Background: an optimization exercise with open tools, aiming at small area. Do not read the settings as production practice.
Where RTL was checked, it was by simulation tests only, not by an equivalence proof against the original.
Power figures rest on the tool's default switching activity, not on a simulated workload.

==> zinc <==
Design gpio_top, start of the top module:
module gpio_top #(
   parameter int          IO_NUM = 32,
   parameter logic [31:0] IO_VAL = '0
)
(
   input  wire                PCLK,
   input  wire                aresetn,
   input  wire                psel_i,
   input  wire                penable_i,
   input  wire                pwrite_i,
   input  wire  [7:0]         paddr_i,
   input  wire  [31:0]        pwdata_i,
   input  wire  [IO_NUM-1:0]  gpio_in_i,
   output logic [31:0]        prdata_o,
   output logic               pready_o,
   output logic               pslverr_o,
   output logic [IO_NUM-1:0]  int_o,
   output logic               int_or_o,
   output logic [IO_NUM-1:0]  gpio_out_o,
   output logic [IO_NUM-1:0]  gpio_oe_o
);
   logic [255:0] pin_cfg;
   logic         irq_clr, irq_clr_n;
   logic [31:0]  pin_level;
   logic [31:0]  irq_status;
   assign pready_o  = 1'b1;
   assign pslverr_o = 1'b0;
   gpio_apb_regs i_regs (
      .PCLK             (PCLK),
      .aresetn          (aresetn),
      .psel_i           (psel_i),
      .penable_i        (penable_i),
      .pwrite_i         (pwrite_i),
      .paddr_i          (paddr_i),
      .pwdata_i         (pwdata_i),
      .pin_level_i      (pin_level),
      .irq_status_i     (irq_status),
      .prdata_o         (prdata_o),
      .pin_cfg_o        (pin_cfg),
      .irq_clr_o        (irq_clr),
      .irq_clr_n_o      (irq_clr_n),
      .gpio_out_o       (gpio_out_o),
      .gpio_oe_o        (gpio_oe_o)
   );
   gpio_input_monitor i_monitor (
      .PCLK             (PCLK),
      .aresetn          (aresetn),
      .gpio_in_i        (gpio_in_i),
      .pin_cfg_i        (pin_cfg),
      .irq_clr_i        (irq_clr),
      .irq_clr_n_i      (irq_clr_n),
      .irq_clr_mask_i   (pwdata_i),
      .pin_level_o      (pin_level),
      .irq_status_o     (irq_status),
      .int_o            (int_o),
      .int_or_o         (int_or_o)
   );
endmodule
export LEC_CHECK = 0
export CAP_MARGIN = 0
export CORE_MARGIN = 2
export CORE_UTILIZATION = 40
export SLEW_MARGIN = 0
export SYNTH_HIERARCHICAL = 1
export SYNTH_MINIMUM_KEEP_SIZE = 0
create_clock -name core_clock -period 8.0 [get_ports {PCLK}]
standard.sh (not shown) runs the stock make flow with config.mk's settings and CLKGATE_MAP_FILE= SYNTH_SCRIPT=/design/flow/synth_recipe.tcl, a recipe that flattens the netlist after the stock synthesis.
==> flow/flow/run.sh <==
#!/bin/bash
# Standard ORFS layout, with combinational cells downsized before the
# floorplan, small port buffers and a lighter clock tree.
set -euo pipefail
W=$(pwd)
bash standard.sh \
  "PRE_FLOORPLAN_TCL=$W/flow/downsize.tcl" \
  "BUFFER_PORTS_ARGS=-buffer_cell sky130_fd_sc_hd__buf_1" \
  "CTS_ARGS=-sink_clustering_enable -repair_clock_nets -dont_use_dummy_load -buf_list {sky130_fd_sc_hd__clkbuf_8} -sink_clustering_size 15 -sink_clustering_max_diameter 100" \
  finish > standard.log 2>&1
==> flow/flow/downsize.tcl <==
# Before floorplanning: put every combinational cell in its smallest-area
# variant of the same function (synthesis picks larger drive strengths for
# an unknown load; timing repair later sizes up where the layout needs it).
set db [ord::get_db]
set block [ord::get_db_block]
set masters [dict create]
foreach lib [$db getLibs] {
  foreach m [$lib getMasters] {
    set n [$m getName]
    if {[regexp {^(sky130_fd_sc_hd__[a-z0-9]+)_([0-9]+)$} $n -> base sz]} {
      dict lappend masters $base $m
    }
  }
}
set swapped 0
foreach inst [$block getInsts] {
  set m [$inst getMaster]
  set n [$m getName]
  if {![regexp {^(sky130_fd_sc_hd__[a-z0-9]+)_([0-9]+)$} $n -> base sz]} { continue }
  # leave flip-flops, latches, clock and tie cells alone
  if {[regexp {__(df|edf|sdf|dl|clk|conb|tap|fill|decap|buf|dly)} $base]} { continue }
  set best $m
  set area [expr {[$m getWidth] * [$m getHeight]}]
  foreach c [dict get $masters $base] {
    set a [expr {[$c getWidth] * [$c getHeight]}]
    if {$a < $area} { set best $c; set area $a }
  }
  if {$best ne $m} {
    $inst swapMaster $best
    incr swapped
  }
}
puts "downsize: swapped $swapped instances to smaller variants"
==> fjord (differences from zinc) <==
--- a/flow/design.v
+++ b/flow/design.v
@@ -42,14 +42,15 @@
    assign gp_sel_o   = wr_o & is_gpout_o;
    assign gp_sel_n_o = ~gp_sel_o;
 endmodule
 module gpio_sdec (
    input  wire  [7:0]  paddr_i,
    input  wire         wr_i,
    output logic [31:0] slot_o,
+   output logic [31:0] sel_o,
    output logic [31:0] sel_n_o
 );
    logic [7:2] an;
    logic [7:0] lo_n;    
    logic [3:0] hi_n;    
    for (genvar b = 2; b < 8; b++)
    begin : g_inv
@@ -73,14 +74,15 @@
          .y (hi_n[k])
       );
    end
    for (genvar i = 0; i < 32; i++)
    begin : g_slot
       gpio_g_nor2  i_slot (.a(lo_n[i % 8]), .b(hi_n[i / 8]), .y(slot_o[i]));
       gpio_g_nand2 i_seln (.a(slot_o[i]), .b(wr_i), .y(sel_n_o[i]));
+      gpio_g_inv   i_sel  (.a(sel_n_o[i]), .y(sel_o[i]));
    end
 endmodule
 module gpio_rd_lo (
    input  wire  [31:0] cfg_i,      
    input  wire  [31:0] slot_i,
    input  wire         status_i,
    input  wire         is_intr_i,
@@ -146,16 +148,15 @@
    output logic         irq_clr_o,
    output logic         irq_clr_n_o,
    output logic [31:0]  gpio_out_o,
    output logic [31:0]  gpio_oe_o
 );
    logic [255:0] cfg_q, cfg_d;
    logic [31:0]  gpout_q, gpout_d;
-   logic [31:0]  slot, sel_n;
-   logic [7:0]   wdata;    
+   logic [31:0]  slot, sel, sel_n;
    logic         wr, is_intr, is_gpin, is_gpout, gp_sel, gp_sel_n;
    gpio_gdec i_gdec (
       .psel_i     (psel_i),
       .penable_i  (penable_i),
       .pwrite_i   (pwrite_i),
       .paddr_i    (paddr_i),
       .wr_o       (wr),
@@ -167,26 +168,23 @@
       .gp_sel_o   (gp_sel),
       .gp_sel_n_o (gp_sel_n)
    );
    gpio_sdec i_sdec (
       .paddr_i (paddr_i),
       .wr_i    (wr),
       .slot_o  (slot),
+      .sel_o   (sel),
       .sel_n_o (sel_n)
    );
-   for (genvar b = 0; b < 8; b++)
-   begin : g_wdata
-      gpio_g_and2 i_wd (.a(pwdata_i[b]), .b(wr), .y(wdata[b]));
-   end
    for (genvar i = 0; i < 32; i++)
    begin : g_pin
       for (genvar b = 0; b < 8; b++)
       begin : g_bit
          gpio_g_a22o i_cfg (
-            .a1 (slot[i]),  .a2 (wdata[b]),
+            .a1 (sel[i]),   .a2 (pwdata_i[b]),
             .b1 (sel_n[i]), .b2 (cfg_q[8*i+b]),
             .y  (cfg_d[8*i+b])
          );
       end
       gpio_g_a22o i_gpout (
          .a1 (gp_sel),   .a2 (pwdata_i[i]),
          .b1 (gp_sel_n), .b2 (gpout_q[i]),
@@ -259,24 +257,24 @@
    input  wire        neg_i,
    input  wire        status_i,
    output logic       pos_d_o,
    output logic       neg_d_o,
    output logic       status_d_o,
    output logic       int_o
 );
-   logic keep, level_n, fall, int_en_n, t2_n;
+   logic keep, level_n, sync2_n, int_en_n, t2_n;
    logic pos_n, neg_n, src_lo, none_n, edge_any, int_n;
    gpio_g_nand2 i_keep (.a(clr_i), .b(mask_i), .y(keep));    
    gpio_g_inv   i_lvn  (.a(level_i),  .y(level_n));
+   gpio_g_inv   i_s2n  (.a(sync2_i),  .y(sync2_n));
    gpio_g_inv   i_ien  (.a(int_en_i), .y(int_en_n));
    gpio_g_inv   i_t2n  (.a(int_type_i[2]), .y(t2_n));
    gpio_g_a22oi i_pos  (.a1(sync2_i), .a2(level_n), .b1(pos_i), .b2(keep), .y(pos_n));
    gpio_g_nor2  i_posd (.a(int_en_n), .b(pos_n), .y(pos_d_o));
-   gpio_g_nor2  i_fall (.a(sync2_i), .b(level_n), .y(fall));
-   gpio_g_a21oi i_neg  (.a1(neg_i), .a2(keep), .b1(fall), .y(neg_n));
+   gpio_g_a22oi i_neg  (.a1(sync2_n), .a2(level_i), .b1(neg_i), .b2(keep), .y(neg_n));
    gpio_g_nor2  i_negd (.a(int_en_n), .b(neg_n), .y(neg_d_o));
    gpio_g_mux4  i_src  (
       .a0 (level_i), .a1 (level_n), .a2 (pos_i), .a3 (neg_i),
       .s0 (int_type_i[0]), .s1 (int_type_i[1]),
       .y  (src_lo)
    );
    gpio_g_nor2  i_none (.a(pos_i), .b(neg_i), .y(none_n));
==> flow/flow/run.sh (replaced) <==
#!/bin/bash
# Standard ORFS layout, with combinational cells downsized before the
# floorplan, small port buffers and a lighter clock tree.
set -euo pipefail
W=$(pwd)
bash standard.sh \
  "PRE_FLOORPLAN_TCL=$W/flow/downsize.tcl" \
  "BUFFER_PORTS_ARGS=-buffer_cell sky130_fd_sc_hd__buf_1" \
  "CTS_ARGS=-sink_clustering_enable -repair_clock_nets -dont_use_dummy_load -buf_list {sky130_fd_sc_hd__clkbuf_4 sky130_fd_sc_hd__clkbuf_8}" \
  finish > standard.log 2>&1
CAP_MARGIN = 20   (was 0)
SLEW_MARGIN = 20   (was 0)
==> notes <==
Between zinc and fjord, the lower via count is in zinc (gap 2.5%, measured against fjord). Between fjord and zinc, the lower clock skew is in fjord (gap 0.028 ns). Flip-flop and latch count is the same in zinc and fjord. Between fjord and zinc, the lower clock-buffer cell count is in zinc (gap 45). Utilization: fjord is higher than zinc (1.4 points).
==> figures <==
Outcome: zinc finished clean; fjord finished clean
Length of routed met2 wiring: zinc 29,500 um; fjord 29,300 um
Final nets: zinc 1,984; fjord 2,054
Power consumed by sequential cells: zinc 2.61 mW; fjord 2.62 mW
Number of vias per cell: zinc 6.29; fjord 6.28
Internal power: zinc 3.04 mW; fjord 3.53 mW
Slack of the critical path: zinc 1.79 ns; fjord 1.98 ns
H-tree depth: zinc 2; fjord 3
GRT met3 Usage: zinc 3.89%; fjord 6.39%
Detailed-route wire length per cell: zinc 25.5 um; fjord 25.7 um
Length of routed met3 wiring: zinc 4590 um; fjord 6430 um
Die X-Extent: zinc 223 um; fjord 224 um
For fjord, only the layout was checked, not whether the RTL still works.


==> inputs of run a <==
gpio_top with an RTL version that a note above also has.
clock: 8.0 ns
lec_check: 0
cap_margin: 20
core_margin: 2
core_utilization: 40
slew_margin: 20
synth_hierarchical: 1
synth_minimum_keep_size: 0
==> flow/flow/run.sh <==
#!/bin/bash
# Standard ORFS layout, with combinational cells downsized before the
# floorplan, small port buffers and a lighter clock tree.
set -euo pipefail
W=$(pwd)
bash standard.sh \
  "PRE_FLOORPLAN_TCL=$W/flow/downsize.tcl" \
  "BUFFER_PORTS_ARGS=-buffer_cell sky130_fd_sc_hd__buf_1" \
  "CTS_ARGS=-sink_clustering_enable -repair_clock_nets -dont_use_dummy_load -buf_list {sky130_fd_sc_hd__clkbuf_8} -sink_clustering_size 15 -sink_clustering_max_diameter 100" \
  finish > standard.log 2>&1
Scripts as last shown in full above: flow/flow/downsize.tcl
==> run b: changes against run a <==
--- a/flow/design.v
+++ b/flow/design.v
@@ -29,28 +29,32 @@
    output logic       is_gpin_o,    
    output logic       is_gpout_o,   
    output logic       clr_o,        
    output logic       clr_n_o,
    output logic       gp_sel_o,     
    output logic       gp_sel_n_o
 );
-   assign wr_o       = psel_i & penable_i & pwrite_i;
-   assign is_intr_o  = (paddr_i == 8'h80);
-   assign is_gpin_o  = (paddr_i == 8'h90);
-   assign is_gpout_o = (paddr_i == 8'hA0);
-   assign clr_o      = wr_o & is_intr_o;
-   assign clr_n_o    = ~clr_o;
-   assign gp_sel_o   = wr_o & is_gpout_o;
-   assign gp_sel_n_o = ~gp_sel_o;
+   logic low_zero, hi_n, a4_n, a5_n;
+   gpio_g_nor4  i_low  (.a(paddr_i[0]), .b(paddr_i[1]), .c(paddr_i[2]), .d(paddr_i[3]), .y(low_zero));
+   gpio_g_nand2 i_hi   (.a(paddr_i[7]), .b(low_zero), .y(hi_n));    
+   gpio_g_inv   i_a4n  (.a(paddr_i[4]), .y(a4_n));
+   gpio_g_inv   i_a5n  (.a(paddr_i[5]), .y(a5_n));
+   gpio_g_nor4  i_80   (.a(paddr_i[6]), .b(paddr_i[5]), .c(paddr_i[4]), .d(hi_n), .y(is_intr_o));
+   gpio_g_nor4  i_90   (.a(paddr_i[6]), .b(paddr_i[5]), .c(a4_n),       .d(hi_n), .y(is_gpin_o));
+   gpio_g_nor4  i_a0   (.a(paddr_i[6]), .b(a5_n),       .c(paddr_i[4]), .d(hi_n), .y(is_gpout_o));
+   gpio_g_and3  i_wr   (.a(psel_i), .b(penable_i), .c(pwrite_i), .y(wr_o));
+   gpio_g_nand2 i_clrn (.a(is_intr_o), .b(wr_o), .y(clr_n_o));
+   gpio_g_inv   i_clr  (.a(clr_n_o), .y(clr_o));
+   gpio_g_nand2 i_gpn  (.a(is_gpout_o), .b(wr_o), .y(gp_sel_n_o));
+   gpio_g_inv   i_gp   (.a(gp_sel_n_o), .y(gp_sel_o));
 endmodule
 module gpio_sdec (
    input  wire  [7:0]  paddr_i,
    input  wire         wr_i,
    output logic [31:0] slot_o,
-   output logic [31:0] sel_o,
    output logic [31:0] sel_n_o
 );
    logic [7:2] an;
    logic [7:0] lo_n;    
    logic [3:0] hi_n;    
    for (genvar b = 2; b < 8; b++)
    begin : g_inv
@@ -74,15 +78,14 @@
          .y (hi_n[k])
       );
    end
    for (genvar i = 0; i < 32; i++)
    begin : g_slot
       gpio_g_nor2  i_slot (.a(lo_n[i % 8]), .b(hi_n[i / 8]), .y(slot_o[i]));
       gpio_g_nand2 i_seln (.a(slot_o[i]), .b(wr_i), .y(sel_n_o[i]));
-      gpio_g_inv   i_sel  (.a(sel_n_o[i]), .y(sel_o[i]));
    end
 endmodule
 module gpio_rd_lo (
    input  wire  [31:0] cfg_i,      
    input  wire  [31:0] slot_i,
    input  wire         status_i,
    input  wire         is_intr_i,
@@ -148,16 +151,19 @@
    output logic         irq_clr_o,
    output logic         irq_clr_n_o,
    output logic [31:0]  gpio_out_o,
    output logic [31:0]  gpio_oe_o
 );
    logic [255:0] cfg_q, cfg_d;
    logic [31:0]  gpout_q, gpout_d;
-   logic [31:0]  slot, sel, sel_n;
+   logic [31:0]  slot, sel_n;
+   logic [7:0]   wdata;    
    logic         wr, is_intr, is_gpin, is_gpout, gp_sel, gp_sel_n;
+   logic         gpout_vld;    
+   logic         rd_gpout;
    gpio_gdec i_gdec (
       .psel_i     (psel_i),
       .penable_i  (penable_i),
       .pwrite_i   (pwrite_i),
       .paddr_i    (paddr_i),
       .wr_o       (wr),
       .is_intr_o  (is_intr),
@@ -168,46 +174,51 @@
       .gp_sel_o   (gp_sel),
       .gp_sel_n_o (gp_sel_n)
    );
    gpio_sdec i_sdec (
       .paddr_i (paddr_i),
       .wr_i    (wr),
       .slot_o  (slot),
-      .sel_o   (sel),
       .sel_n_o (sel_n)
    );
+   for (genvar b = 0; b < 8; b++)
+   begin : g_wdata
+      gpio_g_and2 i_wd (.a(pwdata_i[b]), .b(wr), .y(wdata[b]));
+   end
    for (genvar i = 0; i < 32; i++)
    begin : g_pin
       for (genvar b = 0; b < 8; b++)
       begin : g_bit
          gpio_g_a22o i_cfg (
-            .a1 (sel[i]),   .a2 (pwdata_i[b]),
+            .a1 (slot[i]),  .a2 (wdata[b]),
             .b1 (sel_n[i]), .b2 (cfg_q[8*i+b]),
             .y  (cfg_d[8*i+b])
          );
       end
       gpio_g_a22o i_gpout (
          .a1 (gp_sel),   .a2 (pwdata_i[i]),
          .b1 (gp_sel_n), .b2 (gpout_q[i]),
          .y  (gpout_d[i])
       );
-      gpio_g_and2 i_out (.a(gpout_q[i]),    .b(cfg_q[8*i]), .y(gpio_out_o[i]));
+      gpio_g_and3 i_out (.a(gpout_q[i]), .b(cfg_q[8*i]), .c(gpout_vld), .y(gpio_out_o[i]));
       gpio_g_and2 i_oe  (.a(cfg_q[8*i+2]),  .b(cfg_q[8*i]), .y(gpio_oe_o[i]));
    end
    always_ff @(posedge PCLK or negedge aresetn)
       if (!aresetn)
-      begin
-         cfg_q   <= '0;
-         gpout_q <= '0;
-      end
+         cfg_q <= '0;
       else
-      begin
-         cfg_q   <= cfg_d;
-         gpout_q <= gpout_d;
-      end
+         cfg_q <= cfg_d;
+   always_ff @(posedge PCLK or negedge aresetn)
+      if (!aresetn)
+         gpout_vld <= 1'b0;
+      else
+         gpout_vld <= gpout_vld | gp_sel;
+   always_ff @(posedge PCLK)
+      gpout_q <= gpout_d;
+   gpio_g_and2 i_rdgp (.a(is_gpout), .b(gpout_vld), .y(rd_gpout));
    assign pin_cfg_o = cfg_q;
    for (genvar b = 0; b < 32; b++)
    begin : g_rd
       if (b < 8)
       begin : g_lo
          logic [31:0] cfg_bit;
          for (genvar i = 0; i < 32; i++)
@@ -219,28 +230,28 @@
             .slot_i     (slot),
             .status_i   (irq_status_i[b]),
             .is_intr_i  (is_intr),
             .level_i    (pin_level_i[b]),
             .in_en_i    (cfg_q[8*b+1]),
             .is_gpin_i  (is_gpin),
             .gpout_i    (gpout_q[b]),
-            .is_gpout_i (is_gpout),
+            .is_gpout_i (rd_gpout),
             .prdata_o   (prdata_o[b])
          );
       end
       else
       begin : g_hi
          gpio_rd_hi i_rd (
             .status_i   (irq_status_i[b]),
             .is_intr_i  (is_intr),
             .level_i    (pin_level_i[b]),
             .in_en_i    (cfg_q[8*b+1]),
             .is_gpin_i  (is_gpin),
             .gpout_i    (gpout_q[b]),
-            .is_gpout_i (is_gpout),
+            .is_gpout_i (rd_gpout),
             .prdata_o   (prdata_o[b])
          );
       end
    end
 endmodule
 `default_nettype wire
 `timescale 1ns/1ps
@@ -257,24 +268,24 @@
    input  wire        neg_i,
    input  wire        status_i,
    output logic       pos_d_o,
    output logic       neg_d_o,
    output logic       status_d_o,
    output logic       int_o
 );
-   logic keep, level_n, sync2_n, int_en_n, t2_n;
+   logic keep, level_n, fall, int_en_n, t2_n;
    logic pos_n, neg_n, src_lo, none_n, edge_any, int_n;
    gpio_g_nand2 i_keep (.a(clr_i), .b(mask_i), .y(keep));    
    gpio_g_inv   i_lvn  (.a(level_i),  .y(level_n));
-   gpio_g_inv   i_s2n  (.a(sync2_i),  .y(sync2_n));
    gpio_g_inv   i_ien  (.a(int_en_i), .y(int_en_n));
    gpio_g_inv   i_t2n  (.a(int_type_i[2]), .y(t2_n));
    gpio_g_a22oi i_pos  (.a1(sync2_i), .a2(level_n), .b1(pos_i), .b2(keep), .y(pos_n));
    gpio_g_nor2  i_posd (.a(int_en_n), .b(pos_n), .y(pos_d_o));
-   gpio_g_a22oi i_neg  (.a1(sync2_n), .a2(level_i), .b1(neg_i), .b2(keep), .y(neg_n));
+   gpio_g_nor2  i_fall (.a(sync2_i), .b(level_n), .y(fall));
+   gpio_g_a21oi i_neg  (.a1(neg_i), .a2(keep), .b1(fall), .y(neg_n));
    gpio_g_nor2  i_negd (.a(int_en_n), .b(neg_n), .y(neg_d_o));
    gpio_g_mux4  i_src  (
       .a0 (level_i), .a1 (level_n), .a2 (pos_i), .a3 (neg_i),
       .s0 (int_type_i[0]), .s1 (int_type_i[1]),
       .y  (src_lo)
    );
    gpio_g_nor2  i_none (.a(pos_i), .b(neg_i), .y(none_n));
==> flow/flow/run.sh (replaced) <==
#!/bin/bash
# Standard ORFS layout, with combinational cells downsized before the
# floorplan, small port buffers and a lighter clock tree.
set -euo pipefail
W=$(pwd)
bash standard.sh \
  "PRE_FLOORPLAN_TCL=$W/flow/downsize.tcl" \
  "BUFFER_PORTS_ARGS=-buffer_cell sky130_fd_sc_hd__buf_1" \
  "CTS_ARGS=-sink_clustering_enable -repair_clock_nets -dont_use_dummy_load -buf_list {sky130_fd_sc_hd__clkbuf_8} -sink_clustering_size 16 -sink_clustering_max_diameter 90" \
  finish > standard.log 2>&1
==> flow/config.mk (replaced) <==
export PLATFORM = sky130hd
export DESIGN_NAME = gpio_top
export DESIGN_NICKNAME = gpio_top
export VERILOG_FILES = /design/flow/design.v
export SDC_FILE = /design/flow/constraint.sdc
export NUM_CORES = 4
export LEC_CHECK = 0
export CAP_MARGIN = 0
export CORE_MARGIN = 2
export CORE_UTILIZATION = 50
export GPL_TIMING_DRIVEN = 0
export SLEW_MARGIN = 0
export SYNTH_HIERARCHICAL = 1
export SYNTH_MINIMUM_KEEP_SIZE = 0
==> summary.txt <==
| item | run a | run b |
|---|---|---|
| Worst-Skew Late Latency | 0.62 ns | 0.61 ns |
| Die boundary height | 224 um | 199 um |
| Hold path startpoint | i_monitor.sync1_q[22] | i_monitor.sync1_q[9] |
| Switch share | 25.9% | 25.3% |
| Diode count | 1 | 0 |
| Dpl cells | 2508 | 2393 |
| Outcome | no timing/DRC/antenna violations | no timing/DRC/antenna violations |
| Std cell rows | 80 | 71 |
| Total length of routed met2 wires | 29.2 mm | 28.9 mm |
| Routed vias | 16100 | 15900 |
| Number of buffer and inverter stages on the critical path | 3 | 2 |
| Power attributed to sequential cells | 0.00262 W | 0.00261 W |
| Multi-input combinational cell count | 1021 | 1059 |
| Smallest setup slack after layout | 2.01 ns | 1.77 ns |
| Actual slew at the worst max-slew pin | 1.11 ns | 1.28 ns |
| Layout clock buffers | 37 | 36 |
| Worst voltage drop across the vdd grid | 0.000109 V | 0.000145 V |
| Final wirelength | 65.8 mm | 63.0 mm |
| Design area | 21500 um2 | 21400 um2 |
No functional check of the RTL was part of run a.

[port drivers added, routing unchanged]
How much do the figures lean on ideal ports? The routed layouts below were timed once more, with nothing changed but the port constraints. Step 1: set_driving_cell puts a clkbuf_16 on PCLK and a buf_2 on each other input, an assumption about the parent block. Step 2 times the ports against the registers' clock, not the clock port: input delays grow and output delays shrink by t, the midpoint of the rising clock arrivals with the driver on. Slacks: no drivers / after step 1 / after step 2; pairs: no drivers / after step 1.
run	t, ns	setup WS [ns]	worst setup path at the end	clock arrival spread, ns	worst register clock-pin slew, ns
zinc	0.671	1.789 / 1.766 / 1.766	input to output	0.052 / 0.052	0.10 / 0.10
fjord	0.686	1.979 / 1.956 / 1.956	input to output	0.035 / 0.034	0.06 / 0.06
run a	0.673	2.006 / 1.982 / 1.982	input to output	0.021 / 0.021	0.10 / 0.10
run b	0.645	1.768 / 1.740 / 1.740	input to output	0.083 / 0.083	0.11 / 0.11
After both steps setup and hold are still met in every run listed. For run b, which loses most, drivers alone change the setup slack by -0.028 ns; drivers and shift together by -0.028 ns.
